Background: an optimization exercise with open tools, aiming at small area, a short achievable clock period and few clock cycles per item. Do not read the settings as production practice. At most, simulation tests tie the RTL to the original design; equivalence was not proved.

## pe_top
module pe_top (
    input  logic                      clk,
    input  logic                      rstn,
    input  logic [pe_pkg::CFG_W-1:0]  filter_size,
    input  logic                      iact_write_en,
    input  logic [pe_pkg::DATA_W-1:0] data_iact_in,
    output logic                      iact_ready,
    input  logic                      weight_write_en,
    input  logic [pe_pkg::DATA_W-1:0] data_weight_in,
    output logic                      weight_ready,
    input  logic                      psum_write_en,
    input  logic [pe_pkg::DATA_W-1:0] data_psum_in,
    output logic                      psum_ready,
    input  logic                      psum_read_en,
    output logic [pe_pkg::DATA_W-1:0] data_psum_out,
    output logic                      psum_out_valid
);
==> flow/config.mk <==
export PLATFORM = sky130hd
export DESIGN_NAME = pe_top
export DESIGN_NICKNAME = pe_top
export VERILOG_FILES = /design/flow/design.v
export SDC_FILE = /design/flow/constraint.sdc
export NUM_CORES = 4
export LEC_CHECK = 0
export CAP_MARGIN = 20
export CORE_MARGIN = 2
export CORE_UTILIZATION = 40
export SETUP_SLACK_MARGIN = 4.0
export SLEW_MARGIN = 20
==> flow/constraint.sdc <==
create_clock -name core_clock -period 7.0 [get_ports {clk}]
set_input_delay 1.4000 -clock core_clock [delete_from_list [all_inputs] [get_ports {clk}]]
set_output_delay 1.4000 -clock core_clock [all_outputs]
set_load 0.01 [all_outputs]
run.sh (not shown) runs the stock make flow with config.mk's settings and CLKGATE_MAP_FILE= SYNTH_SCRIPT=/design/flow/synth_recipe.tcl, a recipe that flattens the netlist after the stock synthesis.
The baseline went through all stages and came out clean.
Testbench counts at the start, summed over its fixed seeds: cycles 18,441, rows 2,394.
Edit:
==> flow/flow/run.sh (new file) <==
#!/bin/bash
# The standard layout, with plain buffers on the ports.
set -euo pipefail
export BUFFER_PORTS_ARGS="-buffer_cell sky130_fd_sc_hd__buf_1"
bash standard.sh finish > standard.log 2>&1
==> flow/standard.sh (new file) <==
#!/bin/bash
# synth_recipe.tcl (not shown) runs the flow's synth.tcl, then flattens the netlist and writes it again
# the make line also repeats each setting of config.mk as NAME=value (left out here)
make -C /OpenROAD-flow-scripts/flow DESIGN_CONFIG=/design/flow/config.mk WORK_HOME=/design/flow/orfs CLKGATE_MAP_FILE= SYNTH_SCRIPT=/design/flow/synth_recipe.tcl "${@:-finish}"
removed: flow/run.sh
What happened:
- design area came out lower by 5.1%
- synthesized area stays the same
- via count drops by about 2%
- worst hold slack degrades by 0.0042 ns
- routed wire length drops by about 3.4%

---

## zinc
Another version of the RTL of pe_top (not shown whole).
For scale: ~140 flip-flops, about 82 I/O pins.
make LEC_CHECK=0 CAP_MARGIN=20 CORE_MARGIN=2 CORE_UTILIZATION=40 SETUP_SLACK_MARGIN=3.5 SLEW_MARGIN=20 finish   # period 7.0 ns
Stock flow here: none of the scripts above is used.
Changes in violet relative to zinc:
Settings: swapping 3.5 for 4.0 in SETUP_SLACK_MARGIN; putting CTS_CLUSTER_SIZE at 30 where nothing was set; putting CTS_BUF_LIST at sky130_fd_sc_hd__clkbuf_8 where nothing was set.
Results
- NOTE routed wire length per instance zinc->violet increased by a few percent
- Comparing violet and zinc, the lower post-layout minimum cycle time is on violet.
- For setup clock skew after layout, zinc and violet come out practically identical.
- Taking zinc as the reference point, the final cycle utilization of the critical path of violet falls by 4.7 points.
- Taking violet as 1.0, zinc lands at 0.903 on routed wire length.
- [compare] base=zinc new=violet: later-pin clock latency in the skew report picked up an extra 30 ps.
- Measured against each other, violet and zinc differ in number of DRC markers in iteration 0, the higher figure coming from violet.
- In the reports for violet and zinc, the smaller cell area after layout belongs to zinc.
#### Input delta (pepper over violet)
Settings: clearing CTS_BUF_LIST, which used to be sky130_fd_sc_hd__clkbuf_8; swapping 4.0 for 3.0 in SETUP_SLACK_MARGIN; clearing CTS_CLUSTER_SIZE, which used to be 30.
Of the two values seen for capturing element of the worst setup path, mac.pv_r[35]$_DFF_P_ was produced by violet and weight_ready by pepper.
Going from violet to pepper, the fraction of standard cell area that is sequential was found to have gone up by 2.1 points.
Looking at worst setup path category, the reg -> reg result is from violet; the reg -> out one comes from pepper.
Aggregate routed wire length: pepper vs violet down 10%
Diff violet -> pepper | number of global-route vias before repair | down by a few percent
violet → pepper: multi-input combinational area share went up, non-clock buffer count shows a reduction of about 50%, total setup buffers inserted after CTS decreased 50.
Between violet and pepper, the non-clock inverter total of the final layout figures differ only marginally.
### pepper -> yarrow
Settings: clearing SETUP_SLACK_MARGIN, which used to be 3.0.
Findings:
yarrow: PASS, flow complete, no timing, DRC or antenna violations
Count of fill cells added during filler insertion came out exactly the same in pepper and yarrow.
Wire length of the first global-routing pass came out exactly the same in pepper and yarrow.
As far as clock skew goes, pepper and yarrow are indistinguishable; the numbers are identical.
No run of this note included a check of the RTL's function; only the layout flow was run.

---

pe_top, a different RTL version from the one above (not shown whole).
Size: roughly 710 cells after synthesis, about 130 flip-flops.
clock: 7.0 ns
lec_check: 0
cap_margin: 20
core_margin: 2
core_utilization: 40
setup_slack_margin: 4.2
slew_margin: 20
The starting point produced a clean layout.
Next try:
SETUP_SLACK_MARGIN = 3.8   (was 4.2)
After rerunning:
- The changed run passed the timing, design-rule and antenna checks
- fmax came out lower by 1.9%
- via count came out lower by 1.9%
- setup slack is worse by 0.065 ns
- area after synthesis does not change
- non-clock buffer count came out lower by 10
- die area is unchanged
- clock skew came out lower by 0.0046 ns
- design area came out lower by 1.5%
- final cell count came out lower by 0.98%
- routed wire length came out lower by 2.1%
No run of this note included a check of the RTL's function; only the layout flow was run.

---

pe_top, a different RTL version from the one above (not shown whole).
Size in the first run: about 690 cells after synthesis, ~140 flip-flops, roughly 82 I/O pins, about 0.0082 mm2 of cells after synthesis.
clock: 7.0 ns
lec_check: 0
cap_margin: 20
core_margin: 2
core_utilization: 40
setup_slack_margin: 4.2
slew_margin: 20
standard.sh (not shown) runs the stock make flow with config.mk's settings and CLKGATE_MAP_FILE= SYNTH_SCRIPT=/design/flow/synth_recipe.tcl, a recipe that flattens the netlist after the stock synthesis.
==> flow/flow/run.sh <==
#!/bin/bash
set -euo pipefail
export BUFFER_PORTS_ARGS="-buffer_cell sky130_fd_sc_hd__buf_1"
export CTS_ARGS="-sink_clustering_enable -repair_clock_nets -buf_list sky130_fd_sc_hd__clkbuf_8 -dont_use_dummy_load"
bash standard.sh finish > standard.log 2>&1
The baseline completed with no timing, DRC or antenna violations.
Edit:
SETUP_SLACK_MARGIN = 4.1   (was 4.2)
What happened: The new run passed the timing, design-rule and antenna checks; clock skew goes down by 0.0032 ns; final area fell by 3.7%; utilization falls by 1.7 points; wire length goes down by 1.3%; cell count went down by 3.1%; via count falls by 2.2%; synthesized cell count does not change; non-clock buffer count falls by 33; setup slack gets worse by 0.12 ns; maximum frequency falls by 4.2%.
Edit:
SETUP_SLACK_MARGIN = 4.0   (was 4.1)
The changed run finished with timing, DRC and antenna clean.
Worst setup slack got worse by 0.065 ns.
Design area decreases slightly.
Routed wire length is lower slightly.
Sequential share of layout area went up by 0.48 points.
Clock skew barely changes.
Function was not checked in any run of this note: the RTL went through the layout flow alone.

---

pe_top, a different RTL version from the one above (not shown whole).
For scale: roughly 710 cells after synthesis, ~140 flip-flops, roughly 0.0083 mm² of cells after synthesis.
==> flow/design.v (excerpt) <==
module pe_top (
    input  logic                      clk,
    input  logic                      rstn,
    input  logic [pe_pkg::CFG_W-1:0]  filter_size,
    input  logic                      iact_write_en,
    input  logic [pe_pkg::DATA_W-1:0] data_iact_in,
    output logic                      iact_ready,
    input  logic                      weight_write_en,
    input  logic [pe_pkg::DATA_W-1:0] data_weight_in,
    output logic                      weight_ready,
    input  logic                      psum_write_en,
    input  logic [pe_pkg::DATA_W-1:0] data_psum_in,
    output logic                      psum_ready,
    input  logic                      psum_read_en,
    output logic [pe_pkg::DATA_W-1:0] data_psum_out,
    output logic                      psum_out_valid
);
Settings: LEC_CHECK=0, CAP_MARGIN=20, CORE_MARGIN=2, CORE_UTILIZATION=40, SETUP_SLACK_MARGIN=4.2, SLEW_MARGIN=20; clock period 7.0 ns.
==> flow/flow/run.sh <==
#!/bin/bash
set -euo pipefail
export BUFFER_PORTS_ARGS="-buffer_cell sky130_fd_sc_hd__buf_1"
export CTS_ARGS="-sink_clustering_enable -repair_clock_nets -buf_list sky130_fd_sc_hd__clkbuf_4 -dont_use_dummy_load"
bash standard.sh finish > standard.log 2>&1
The first run went through all stages and came out clean.
Testbench counts at the start, summed over its fixed seeds: cycles 18,441, rows 2,394.
Next try:
Settings changed: CORE_UTILIZATION 40 to 70, SETUP_SLACK_MARGIN 4.2 to 4.0.
The new run completed with no timing, DRC or antenna violations.
Clock-buffer cell count stays the same.
Routed wire length falls by 6.2%.
Design area falls by 5.4%.
Setup slack got worse by 93 ps.
First-iteration DRC count rises to 2.8 times its value.
Area after synthesis is unchanged.
Die area falls by 42%.
Non-clock buffer count falls by 27.
Critical path depth rises by 1.
Next try:
Settings changed: CORE_UTILIZATION 70 to 40.
The changed run went through all stages and came out clean.
Non-clock buffer count drops by 3.
Final cell count climbs by 13%.
Global-route usage shrinks by 11 points.
Clock-buffer cell count is unchanged.
Worst hold slack barely changes.
Utilization is lower by 33 points.
Next try:
==> flow/flow/run.sh (replaced) <==
#!/bin/bash
set -euo pipefail
export BUFFER_PORTS_ARGS="-buffer_cell sky130_fd_sc_hd__buf_1"
export CTS_ARGS="-sink_clustering_enable -repair_clock_nets -buf_list sky130_fd_sc_hd__clkbuf_8 -dont_use_dummy_load"
export SKIP_LAST_GASP="1"
bash standard.sh finish > standard.log 2>&1
Settings changed: SETUP_SLACK_MARGIN 4.0 to 4.1.
Result:
- final area rises by about 2.3%
- hold slack got worse by 11 ps
- area after synthesis stays the same
- global-route usage stays flat
- routed wire length came out higher by about 0.4%
- final cell count barely changes
- clock-buffer cell count stays the same
- worst setup slack gains 64 ps
- sequential share of layout area is lower by 0.88 points
- critical path depth came out lower by 1

==> afterwards: timing with drivers on the ports <==
Ports are ideal in the flow. The routed layouts listed here were re-timed in OpenROAD.
Step 1: set_driving_cell puts a clkbuf_16 on clk and a buf_2 on each other input, an assumption about the parent block.
Step 2, shift: input delay + t, output delay - t, t = (earliest + latest rising clock arrival at the registers) / 2. This alone moves slack from input paths to output paths.
a / b / c = no drivers / after step 1 / after step 2; a / b = the first two.
run | t, ns | slack for setup (ns) | hold WS [ns]
the first run of note 1 | 0.460 | 3.960 / 3.960 / 3.603 | 0.484 / 0.484 / 0.484
the second run of note 1 | 0.475 | 3.963 / 3.963 / 3.919 | 0.480 / 0.480 / 0.480
zinc | 0.463 | 3.627 / 3.584 / 3.703 | 0.474 / 0.474 / 0.474
violet | 0.483 | 3.955 / 3.955 / 3.955 | 0.489 / 0.489 / 0.489
pepper | 0.464 | 3.416 / 3.372 / 3.584 | 0.475 / 0.475 / 0.475
yarrow | 0.464 | 3.416 / 3.372 / 3.584 | 0.475 / 0.475 / 0.475
the first run of note 3 | 0.464 | 3.568 / 3.568 / 3.568 | 0.481 / 0.481 / 0.481
the second run of note 3 | 0.459 | 3.503 / 3.503 / 3.503 | 0.482 / 0.482 / 0.482
the first run of note 4 | 0.459 | 4.254 / 4.254 / 4.254 | 0.468 / 0.468 / 0.468
the second run of note 4 | 0.471 | 4.132 / 4.132 / 4.132 | 0.488 / 0.488 / 0.488
the third run of note 4 | 0.469 | 4.067 / 4.067 / 4.067 | 0.491 / 0.491 / 0.491
the first run of note 5 | 0.573 | 4.226 / 4.226 / 3.925 | 0.496 / 0.496 / 0.496
the second run of note 5 | 0.566 | 4.132 / 4.132 / 4.024 | 0.497 / 0.497 / 0.497
the third run of note 5 | 0.571 | 4.142 / 4.142 / 3.913 | 0.499 / 0.499 / 0.499
the fourth run of note 5 | 0.476 | 4.206 / 4.206 / 3.919 | 0.488 / 0.488 / 0.488
After both steps every run listed still meets setup and hold. The setup slack of the first run of note 1, which loses most, moves by 0.000 ns with the drivers and by -0.357 ns with both steps.
